Context: an optimization exercise on an open-source flow, tuned for small area, a short achievable clock period and few clock cycles per item. The choices shown serve that exercise and are no tape-out recipe.
RTL that was checked went through simulation tests only; none was proved equivalent to the original.
Power is estimated from default activity; no workload was simulated.

==> inputs of run a <==
==> flow/design.v (excerpt) <==
module tpu_top
(
    input  logic        clk,
    input  logic        rst,
    input  logic        psel,
    input  logic        penable,
    input  logic        pwrite,
    input  logic [7:0]  paddr,
    input  logic [31:0] pwdata,
    output logic [31:0] prdata,
    output logic        pready,
    output logic        pslverr
);
Settings: LEC_CHECK=0, CAP_MARGIN=20, CORE_MARGIN=2, CORE_UTILIZATION=55, SLEW_MARGIN=20; clock period 10.0 ns.
standard.sh (not shown) runs the stock make flow with config.mk's settings and CLKGATE_MAP_FILE= SYNTH_SCRIPT=/design/flow/synth_recipe.tcl, a recipe that flattens the netlist after the stock synthesis.
==> flow/flow/run.sh <==
#!/bin/bash
set -euo pipefail
bash standard.sh SETUP_SLACK_MARGIN=7.0 MATCH_CELL_FOOTPRINT=0 \
    "BUFFER_PORTS_ARGS=-buffer_cell sky130_fd_sc_hd__buf_2" finish > flow_make.log 2>&1
==> run b (differences from run a) <==
==> flow/flow/run.sh (replaced) <==
#!/bin/bash
set -euo pipefail
bash standard.sh SETUP_SLACK_MARGIN=6.8 MATCH_CELL_FOOTPRINT=0 \
    "BUFFER_PORTS_ARGS=-buffer_cell sky130_fd_sc_hd__buf_2" finish > flow_make.log 2>&1
ABC_AREA = 1   (was default)
==> run c (differences from run a) <==
==> flow/flow/run.sh (replaced) <==
#!/bin/bash
set -euo pipefail
bash standard.sh SETUP_SLACK_MARGIN=6.8 MATCH_CELL_FOOTPRINT=0 \
    "BUFFER_PORTS_ARGS=-buffer_cell sky130_fd_sc_hd__buf_2" finish > flow_make.log 2>&1
==> qor summary <==
metric                                                                           run c                     run b                     run a
Outcome                                                       finished with violations  timing/DRC/antenna clean  timing/DRC/antenna clean
Reasons for failing layout checks                                        antenna rules                         -                         -
Crit path buffers/inverters                                                          2                         3                         2
Clock distribution power                                                     0.00218 W                 0.00230 W                 0.00211 W
Total Wirelength                                                               73.8 mm                   79.2 mm                   78.3 mm
Wire length of the first global-routing pass                                    112 mm                    122 mm                    117 mm
Most frequent cell after synthesis                            sky130_fd_sc_hd__dfxtp_1  sky130_fd_sc_hd__nand2_1  sky130_fd_sc_hd__dfxtp_1
Global-route track usage on met2                                                 45.7%                     49.5%                     47.9%
Adder-cell area share of the yosys netlist                                       17.8%                     17.6%                     17.8%
Power consumed by combinational cells                                       0.000179 W                0.000198 W                0.000235 W
Maximum number of pins on one net before global-route repair                       105                       129                       104
Initial Util                                                                     55.8%                     55.3%                     55.8%
Placement-stage cell area                                                    28700 um2                 29000 um2                 28900 um2
Well Taps                                                                          672                       680                       672
Buffer share of cell area                                                        3.37%                     3.16%                     6.33%
Clock power frac                                                                 46.7%                     47.8%                     45.3%
Fmax                                                                           305 MHz                   297 MHz                   308 MHz
Sequential share of the synthesized area                                         44.1%                     43.8%                     44.1%
Average instance area after synthesis                                         10.8 um2                  8.63 um2                  10.8 um2
Internal power                                                               0.00363 W                 0.00372 W                 0.00361 W
Synthesized instance count                                                        2586                      3269                      2586
Met3 routing resource usage after global routing                                 4.91%                     5.29%                     4.38%
Reg area                                                                     12400 um2                 12400 um2                 12400 um2
Peak supply drop                                                              0.134 mV                  0.136 mV                  0.135 mV
Worst R2R Setup Slack                                                          6.87 ns                   6.89 ns                   6.92 ns
No run of this note included a check of the RTL's function; only the layout flow was run.

---

==> 07-03: inputs <==
tpu_top, a different RTL version from the one above (not shown whole).
==> module tpu_top, before the edit <==
module tpu_top
(
    input  logic        clk,
    input  logic        rst,
    input  logic        psel,
    input  logic        penable,
    input  logic        pwrite,
    input  logic [7:0]  paddr,
    input  logic [31:0] pwdata,
    output logic [31:0] prdata,
    output logic        pready,
    output logic        pslverr
);
    localparam int MW = 90;   
    logic [7:0] aq   [4][4];     
    logic [7:0] wq   [4][4];     
    logic [6:0] res  [16];       
    logic       res_ok;          
    logic       busy;
    logic       done;
    logic       go_q;            
    logic       wact;            
    logic [3:0] wcnt;            
    logic [3:0] t;               
    logic [3:0] idx;
    logic       aligned, is_ctrl, is_status, is_feat, is_wgt, is_res, mapped;
    assign idx       = paddr[5:2];
    assign aligned   = (paddr[1:0] == 2'b00);
    assign is_ctrl   = (paddr == 8'h00);
    assign is_status = (paddr == 8'h04);
    assign is_feat   = aligned && (paddr[7:6] == 2'd1);
    assign is_wgt    = aligned && (paddr[7:6] == 2'd2);
    assign is_res    = aligned && (paddr[7:6] == 2'd3);
    assign mapped    = is_ctrl || is_status || is_feat || is_wgt || is_res;
    logic [MW-1:0] m, mq;
    logic [17:0]   r0, r1, sum_q;
    logic [6:0]    act;
    logic [6:0]    act_w;        
    logic          pz2, pz3;     
    logic [3:0]    e3;           
    logic          res_we;       
    tpu_dot4_a i_dot_a (
        .a0 (aq[0][0]), .a1 (aq[0][1]), .a2 (aq[0][2]), .a3 (aq[0][3]),
        .w0 (wq[0][0]), .w1 (wq[1][0]), .w2 (wq[2][0]), .w3 (wq[3][0]),
        .m  (m)
    );
    tpu_dot4_b i_dot_b (
        .m  (mq),
        .r0 (r0),
        .r1 (r1)
    );
    assign act    = sum_q[17] ? 7'd0 : (|sum_q[16:7]) ? 7'd127 : sum_q[6:0];
    assign act_w  = pz3 ? 7'd0 : act;
    assign e3     = t - 4'd2;
    assign res_we = wact;
    logic fin;                 
    logic busy_nx, done_nx;    
    logic err_setup;           
    assign fin     = wact && (wcnt == 4'd15);
    assign busy_nx = busy && !fin;
    assign done_nx = done || fin;
    assign err_setup = !mapped || (pwrite && (is_status || is_res))
                    || (pwrite && busy_nx && (is_feat || is_wgt || (is_ctrl && pwdata[0])));
    logic       setup, wr_ok, go_s, we_feat, we_wgt;
    logic [1:0] wlc [4];         
    logic [1:0] alr [4];         
    logic [3:0] t_nx;
    logic       arot;            
    assign setup   = psel && !penable;
    assign wr_ok   = setup && pwrite && aligned && !busy_nx;
    assign go_s    = setup && pwrite && is_ctrl && pwdata[0] && !busy_nx;
    assign we_feat = wr_ok && (paddr[7:6] == 2'd1);
    assign we_wgt  = wr_ok && (paddr[7:6] == 2'd2);
    assign t_nx    = t + 4'd1;
    assign arot    = (t[1:0] == 2'd3);
    always_comb begin
        for (int c = 0; c < 4; c++) wlc[c] = 2'(c) + t_nx[1:0];
        for (int r = 0; r < 4; r++) alr[r] = 2'(r) + t_nx[3:2];
    end
    logic [7:0] pa_q;            
    always_ff @(posedge clk) pa_q <= paddr;
    logic [6:0] rd_r;
    logic [7:0] rd_fast;
    always_comb begin
        rd_r = (res_we && e3 == idx) ? act_w : res[idx];
        rd_fast = ({8{is_res && res_ok}} & {1'b0, rd_r})
                | ({8{is_status}} & {6'd0, done_nx, busy_nx});
    end
    logic [7:0] rd_slow;
    logic       hit;
    assign rd_slow = pa_q[7] ? wq[pa_q[5:4]][0] : aq[0][pa_q[3:2]];
    assign hit     = pa_q[7] ? (t[1:0] == pa_q[3:2]) : (t[3:2] == pa_q[5:4]);
    logic       op_rd;           
    logic [7:0] rd_q;
    logic       err_q;
    logic       rdy_q;
    assign op_rd = !pwrite && aligned && (paddr[7:6] == 2'd1 || paddr[7:6] == 2'd2);
    always_ff @(posedge clk) begin
        rd_q  <= rdy_q ? rd_fast : rd_slow;
        err_q <= err_setup;
        rdy_q <= (psel && !penable) ? !op_rd : (rdy_q || hit);
    end
    assign prdata  = {{24{rd_q[7]}}, rd_q};
    assign pslverr = err_q;
    assign pready  = rdy_q;
    always_ff @(posedge clk) begin
        for (int r = 0; r < 4; r++) begin
            for (int k = 0; k < 4; k++) begin
                if (rst) aq[r][k] <= 8'd0;
                else if (we_feat && paddr[5:4] == alr[r] && paddr[3:2] == 2'(k)) aq[r][k] <= pwdata[7:0];
                else if (arot) aq[r][k] <= aq[(r + 1) % 4][k];
            end
        end
        for (int k = 0; k < 4; k++) begin
            for (int c = 0; c < 4; c++) begin
                if (rst) wq[k][c] <= 8'd0;
                else if (we_wgt && paddr[5:4] == 2'(k) && paddr[3:2] == wlc[c]) wq[k][c] <= pwdata[7:0];
                else wq[k][c] <= wq[k][(c + 1) % 4];
            end
        end
    end
    always_ff @(posedge clk) begin
        if (rst) begin
            busy   <= 1'b0;
            done   <= 1'b0;
            res_ok <= 1'b0;
            go_q   <= 1'b0;
            wact   <= 1'b0;
            wcnt   <= 4'd0;
            t      <= 4'd0;
        end else begin
            go_q <= go_s;
            if (go_q) begin
                busy <= 1'b1;
                done <= 1'b0;
            end else if (fin) begin
                busy   <= 1'b0;
                done   <= 1'b1;
                res_ok <= 1'b1;
            end
            if (go_s) begin
                wact <= 1'b1;
                wcnt <= 4'd0;
            end else if (wact) begin
                if (wcnt == 4'd15) wact <= 1'b0;
                wcnt <= wcnt + 4'd1;
            end
            t <= t + 4'd1;
        end
    end
    always_ff @(posedge clk) begin
        for (int e = 0; e < 16; e++) begin
            if (res_we && e3 == 4'(e)) res[e] <= act_w;
        end
    end
    always_ff @(posedge clk) begin
        mq    <= m;
        sum_q <= r0 + r1 + 18'h20000;
        pz2   <= rst;
        pz3   <= pz2;
    end
endmodule
Settings: LEC_CHECK=0, CAP_MARGIN=20, CORE_MARGIN=2, CORE_UTILIZATION=55, SLEW_MARGIN=20; clock period 10.0 ns.
==> flow/flow/run.sh <==
#!/bin/bash
set -euo pipefail
bash standard.sh SETUP_SLACK_MARGIN=6.5 MATCH_CELL_FOOTPRINT=0 \
    "BUFFER_PORTS_ARGS=-buffer_cell sky130_fd_sc_hd__buf_2" finish > flow_make.log 2>&1
==> inputs of 02-22, as changes to 07-03 <==
--- a/flow/design.v
+++ b/flow/design.v
@@ -682,8 +682,8 @@
     assign err_setup = !mapped || (pwrite && (is_status || is_res))
                     || (pwrite && busy_nx && (is_feat || is_wgt || (is_ctrl && pwdata[0])));
     logic       setup, wr_ok, go_s, we_feat, we_wgt;
-    logic [1:0] wlc [4];         
-    logic [1:0] alr [4];         
+    logic [1:0] wcol_wr;         
+    logic [1:0] arow_wr;         
     logic [3:0] t_nx;
     logic       arot;            
     assign setup   = psel && !penable;
@@ -693,23 +693,26 @@
     assign we_wgt  = wr_ok && (paddr[7:6] == 2'd2);
     assign t_nx    = t + 4'd1;
     assign arot    = (t[1:0] == 2'd3);
-    always_comb begin
-        for (int c = 0; c < 4; c++) wlc[c] = 2'(c) + t_nx[1:0];
-        for (int r = 0; r < 4; r++) alr[r] = 2'(r) + t_nx[3:2];
-    end
+    assign wcol_wr = paddr[3:2] - t_nx[1:0];
+    assign arow_wr = paddr[5:4] - t_nx[3:2];
     logic [7:0] pa_q;            
     always_ff @(posedge clk) pa_q <= paddr;
     logic [6:0] rd_r;
     logic [7:0] rd_fast;
     always_comb begin
-        rd_r = (res_we && e3 == idx) ? act_w : res[idx];
+        rd_r = 7'd0;
+        for (int q = 0; q < 16; q++) begin
+            if (idx == 4'(t - 4'd3 - 4'(q))) rd_r = rd_r | res[q];
+        end
+        if (res_we && e3 == idx) rd_r = act_w;
         rd_fast = ({8{is_res && res_ok}} & {1'b0, rd_r})
                 | ({8{is_status}} & {6'd0, done_nx, busy_nx});
     end
+    logic [1:0] rcol, rrow;
     logic [7:0] rd_slow;
-    logic       hit;
-    assign rd_slow = pa_q[7] ? wq[pa_q[5:4]][0] : aq[0][pa_q[3:2]];
-    assign hit     = pa_q[7] ? (t[1:0] == pa_q[3:2]) : (t[3:2] == pa_q[5:4]);
+    assign rcol    = pa_q[3:2] - t[1:0];
+    assign rrow    = pa_q[5:4] - t[3:2];
+    assign rd_slow = pa_q[7] ? wq[pa_q[5:4]][rcol] : aq[rrow][pa_q[3:2]];
     logic       op_rd;           
     logic [7:0] rd_q;
     logic       err_q;
@@ -718,7 +721,7 @@
     always_ff @(posedge clk) begin
         rd_q  <= rdy_q ? rd_fast : rd_slow;
         err_q <= err_setup;
-        rdy_q <= (psel && !penable) ? !op_rd : (rdy_q || hit);
+        rdy_q <= !(psel && !penable && op_rd);
     end
     assign prdata  = {{24{rd_q[7]}}, rd_q};
     assign pslverr = err_q;
@@ -727,14 +730,14 @@
         for (int r = 0; r < 4; r++) begin
             for (int k = 0; k < 4; k++) begin
                 if (rst) aq[r][k] <= 8'd0;
-                else if (we_feat && paddr[5:4] == alr[r] && paddr[3:2] == 2'(k)) aq[r][k] <= pwdata[7:0];
+                else if (we_feat && arow_wr == 2'(r) && paddr[3:2] == 2'(k)) aq[r][k] <= pwdata[7:0];
                 else if (arot) aq[r][k] <= aq[(r + 1) % 4][k];
             end
         end
         for (int k = 0; k < 4; k++) begin
             for (int c = 0; c < 4; c++) begin
                 if (rst) wq[k][c] <= 8'd0;
-                else if (we_wgt && paddr[5:4] == 2'(k) && paddr[3:2] == wlc[c]) wq[k][c] <= pwdata[7:0];
+                else if (we_wgt && paddr[5:4] == 2'(k) && wcol_wr == 2'(c)) wq[k][c] <= pwdata[7:0];
                 else wq[k][c] <= wq[k][(c + 1) % 4];
             end
         end
@@ -769,9 +772,8 @@
         end
     end
     always_ff @(posedge clk) begin
-        for (int e = 0; e < 16; e++) begin
-            if (res_we && e3 == 4'(e)) res[e] <= act_w;
-        end
+        res[0] <= res_we ? act_w : res[15];
+        for (int q = 1; q < 16; q++) res[q] <= res[q-1];
     end
     always_ff @(posedge clk) begin
         mq    <= m;
==> flow/flow/run.sh (replaced) <==
#!/bin/bash
set -euo pipefail
bash standard.sh SETUP_SLACK_MARGIN=6.5 finish > flow_make.log 2>&1
--- a/flow/config.mk
+++ b/flow/config.mk
@@ -5,6 +5,7 @@
 export SDC_FILE = /design/flow/constraint.sdc
 export NUM_CORES = 4
 export LEC_CHECK = 0
+export ABC_AREA = 1
 export CAP_MARGIN = 20
 export CORE_MARGIN = 2
 export CORE_UTILIZATION = 55
==> inputs of 09-19, as changes to 07-03 <==
--- a/flow/design.v
+++ b/flow/design.v
@@ -682,8 +682,8 @@
     assign err_setup = !mapped || (pwrite && (is_status || is_res))
                     || (pwrite && busy_nx && (is_feat || is_wgt || (is_ctrl && pwdata[0])));
     logic       setup, wr_ok, go_s, we_feat, we_wgt;
-    logic [1:0] wlc [4];         
-    logic [1:0] alr [4];         
+    logic [1:0] wcol_wr;         
+    logic [1:0] arow_wr;         
     logic [3:0] t_nx;
     logic       arot;            
     assign setup   = psel && !penable;
@@ -693,23 +693,26 @@
     assign we_wgt  = wr_ok && (paddr[7:6] == 2'd2);
     assign t_nx    = t + 4'd1;
     assign arot    = (t[1:0] == 2'd3);
-    always_comb begin
-        for (int c = 0; c < 4; c++) wlc[c] = 2'(c) + t_nx[1:0];
-        for (int r = 0; r < 4; r++) alr[r] = 2'(r) + t_nx[3:2];
-    end
+    assign wcol_wr = paddr[3:2] - t_nx[1:0];
+    assign arow_wr = paddr[5:4] - t_nx[3:2];
     logic [7:0] pa_q;            
     always_ff @(posedge clk) pa_q <= paddr;
     logic [6:0] rd_r;
     logic [7:0] rd_fast;
     always_comb begin
-        rd_r = (res_we && e3 == idx) ? act_w : res[idx];
+        rd_r = 7'd0;
+        for (int q = 0; q < 16; q++) begin
+            if (idx == 4'(t - 4'd3 - 4'(q))) rd_r = rd_r | res[q];
+        end
+        if (res_we && e3 == idx) rd_r = act_w;
         rd_fast = ({8{is_res && res_ok}} & {1'b0, rd_r})
                 | ({8{is_status}} & {6'd0, done_nx, busy_nx});
     end
+    logic [1:0] rcol, rrow;
     logic [7:0] rd_slow;
-    logic       hit;
-    assign rd_slow = pa_q[7] ? wq[pa_q[5:4]][0] : aq[0][pa_q[3:2]];
-    assign hit     = pa_q[7] ? (t[1:0] == pa_q[3:2]) : (t[3:2] == pa_q[5:4]);
+    assign rcol    = pa_q[3:2] - t[1:0];
+    assign rrow    = pa_q[5:4] - t[3:2];
+    assign rd_slow = pa_q[7] ? wq[pa_q[5:4]][rcol] : aq[rrow][pa_q[3:2]];
     logic       op_rd;           
     logic [7:0] rd_q;
     logic       err_q;
@@ -718,7 +721,7 @@
     always_ff @(posedge clk) begin
         rd_q  <= rdy_q ? rd_fast : rd_slow;
         err_q <= err_setup;
-        rdy_q <= (psel && !penable) ? !op_rd : (rdy_q || hit);
+        rdy_q <= !(psel && !penable && op_rd);
     end
     assign prdata  = {{24{rd_q[7]}}, rd_q};
     assign pslverr = err_q;
@@ -727,14 +730,14 @@
         for (int r = 0; r < 4; r++) begin
             for (int k = 0; k < 4; k++) begin
                 if (rst) aq[r][k] <= 8'd0;
-                else if (we_feat && paddr[5:4] == alr[r] && paddr[3:2] == 2'(k)) aq[r][k] <= pwdata[7:0];
+                else if (we_feat && arow_wr == 2'(r) && paddr[3:2] == 2'(k)) aq[r][k] <= pwdata[7:0];
                 else if (arot) aq[r][k] <= aq[(r + 1) % 4][k];
             end
         end
         for (int k = 0; k < 4; k++) begin
             for (int c = 0; c < 4; c++) begin
                 if (rst) wq[k][c] <= 8'd0;
-                else if (we_wgt && paddr[5:4] == 2'(k) && paddr[3:2] == wlc[c]) wq[k][c] <= pwdata[7:0];
+                else if (we_wgt && paddr[5:4] == 2'(k) && wcol_wr == 2'(c)) wq[k][c] <= pwdata[7:0];
                 else wq[k][c] <= wq[k][(c + 1) % 4];
             end
         end
@@ -769,9 +772,8 @@
         end
     end
     always_ff @(posedge clk) begin
-        for (int e = 0; e < 16; e++) begin
-            if (res_we && e3 == 4'(e)) res[e] <= act_w;
-        end
+        res[0] <= res_we ? act_w : res[15];
+        for (int q = 1; q < 16; q++) res[q] <= res[q-1];
     end
     always_ff @(posedge clk) begin
         mq    <= m;
==> flow/flow/run.sh (replaced) <==
#!/bin/bash
set -euo pipefail
bash standard.sh SETUP_SLACK_MARGIN=6.8 MATCH_CELL_FOOTPRINT=0 finish > flow_make.log 2>&1
--- a/flow/config.mk
+++ b/flow/config.mk
@@ -5,6 +5,7 @@
 export SDC_FILE = /design/flow/constraint.sdc
 export NUM_CORES = 4
 export LEC_CHECK = 0
+export ABC_AREA = 1
 export CAP_MARGIN = 20
 export CORE_MARGIN = 2
 export CORE_UTILIZATION = 55
==> notes.md <==
Netlist Area Pre-Place=27700 µm²; status=finished clean; Skew-Pair Late Insertion Delay=0.62 ns; most frequent CP cell=fa_1; Leak=12.7 nW; vias in the first global route=18729; combinational share of power=0.038
The numbers above come from 07-03.

==> notes.md <==
status=finished clean; post-synthesis sequential area ratio=0.360; Buffers excl. clock=189; hold path cells=0; Leak=15.6 nW; combinational share of power=0.077; Skew-Pair Late Insertion Delay=0.63 ns; Netlist Area Pre-Place=28100 µm²
The numbers above come from 02-22.

==> notes.md <==
status=finished clean; post-CTS sizing=305; combinational share of power=0.080; starting density of the core=0.559; Post-Route Skew=0.0414 ns; vias in the first global route=24623; most frequent CP cell=fa_1; Skew-Pair Late Insertion Delay=0.63 ns; DR vias=25060; Leak=15.8 nW; # DRC=0; Netlist Area Pre-Place=28100 µm²; Setup Slack @ Placement=5.02 ns
The numbers above come from 09-19.

Testbench counts of 07-03, summed over its fixed seeds: cycles 17,472, jobs 192.
Testbench counts of 02-22, summed over its fixed seeds: cycles 17,472, jobs 192.
Testbench counts of 09-19, summed over its fixed seeds: cycles 17,472, jobs 192.

-- port drivers added, routing unchanged --
The flow's constraints put no driver on any port. The routed layouts listed below were extracted and timed again, unchanged, in two steps.
Step 1 assumes that a clkbuf_16 drives the clock port and a buf_2 every other input.
Step 2 moves the port delays by t, midway between the first and last clock arrival at a register: inputs arrive t later, outputs are due t later. That takes back most of the time a late clock gives input paths.
Slacks: ideal / step 1 / step 2; pairs: ideal / step 1.
run	shift t [ns]	setup slack, ns	worst setup path at the end
run a	0.670	6.753 / 6.694 / 6.078	input to register
run b	0.681	6.636 / 6.579 / 6.090	input to register
run c	0.684	6.719 / 6.661 / 6.185	input to register
07-03	0.669	6.509 / 6.509 / 5.959	input to register
02-22	0.686	6.467 / 6.497 / 5.811	input to register
09-19	0.673	6.554 / 6.554 / 6.040	input to register
The setup slack of run a, which loses most, moves by -0.059 ns with the drivers and by -0.675 ns with both steps.
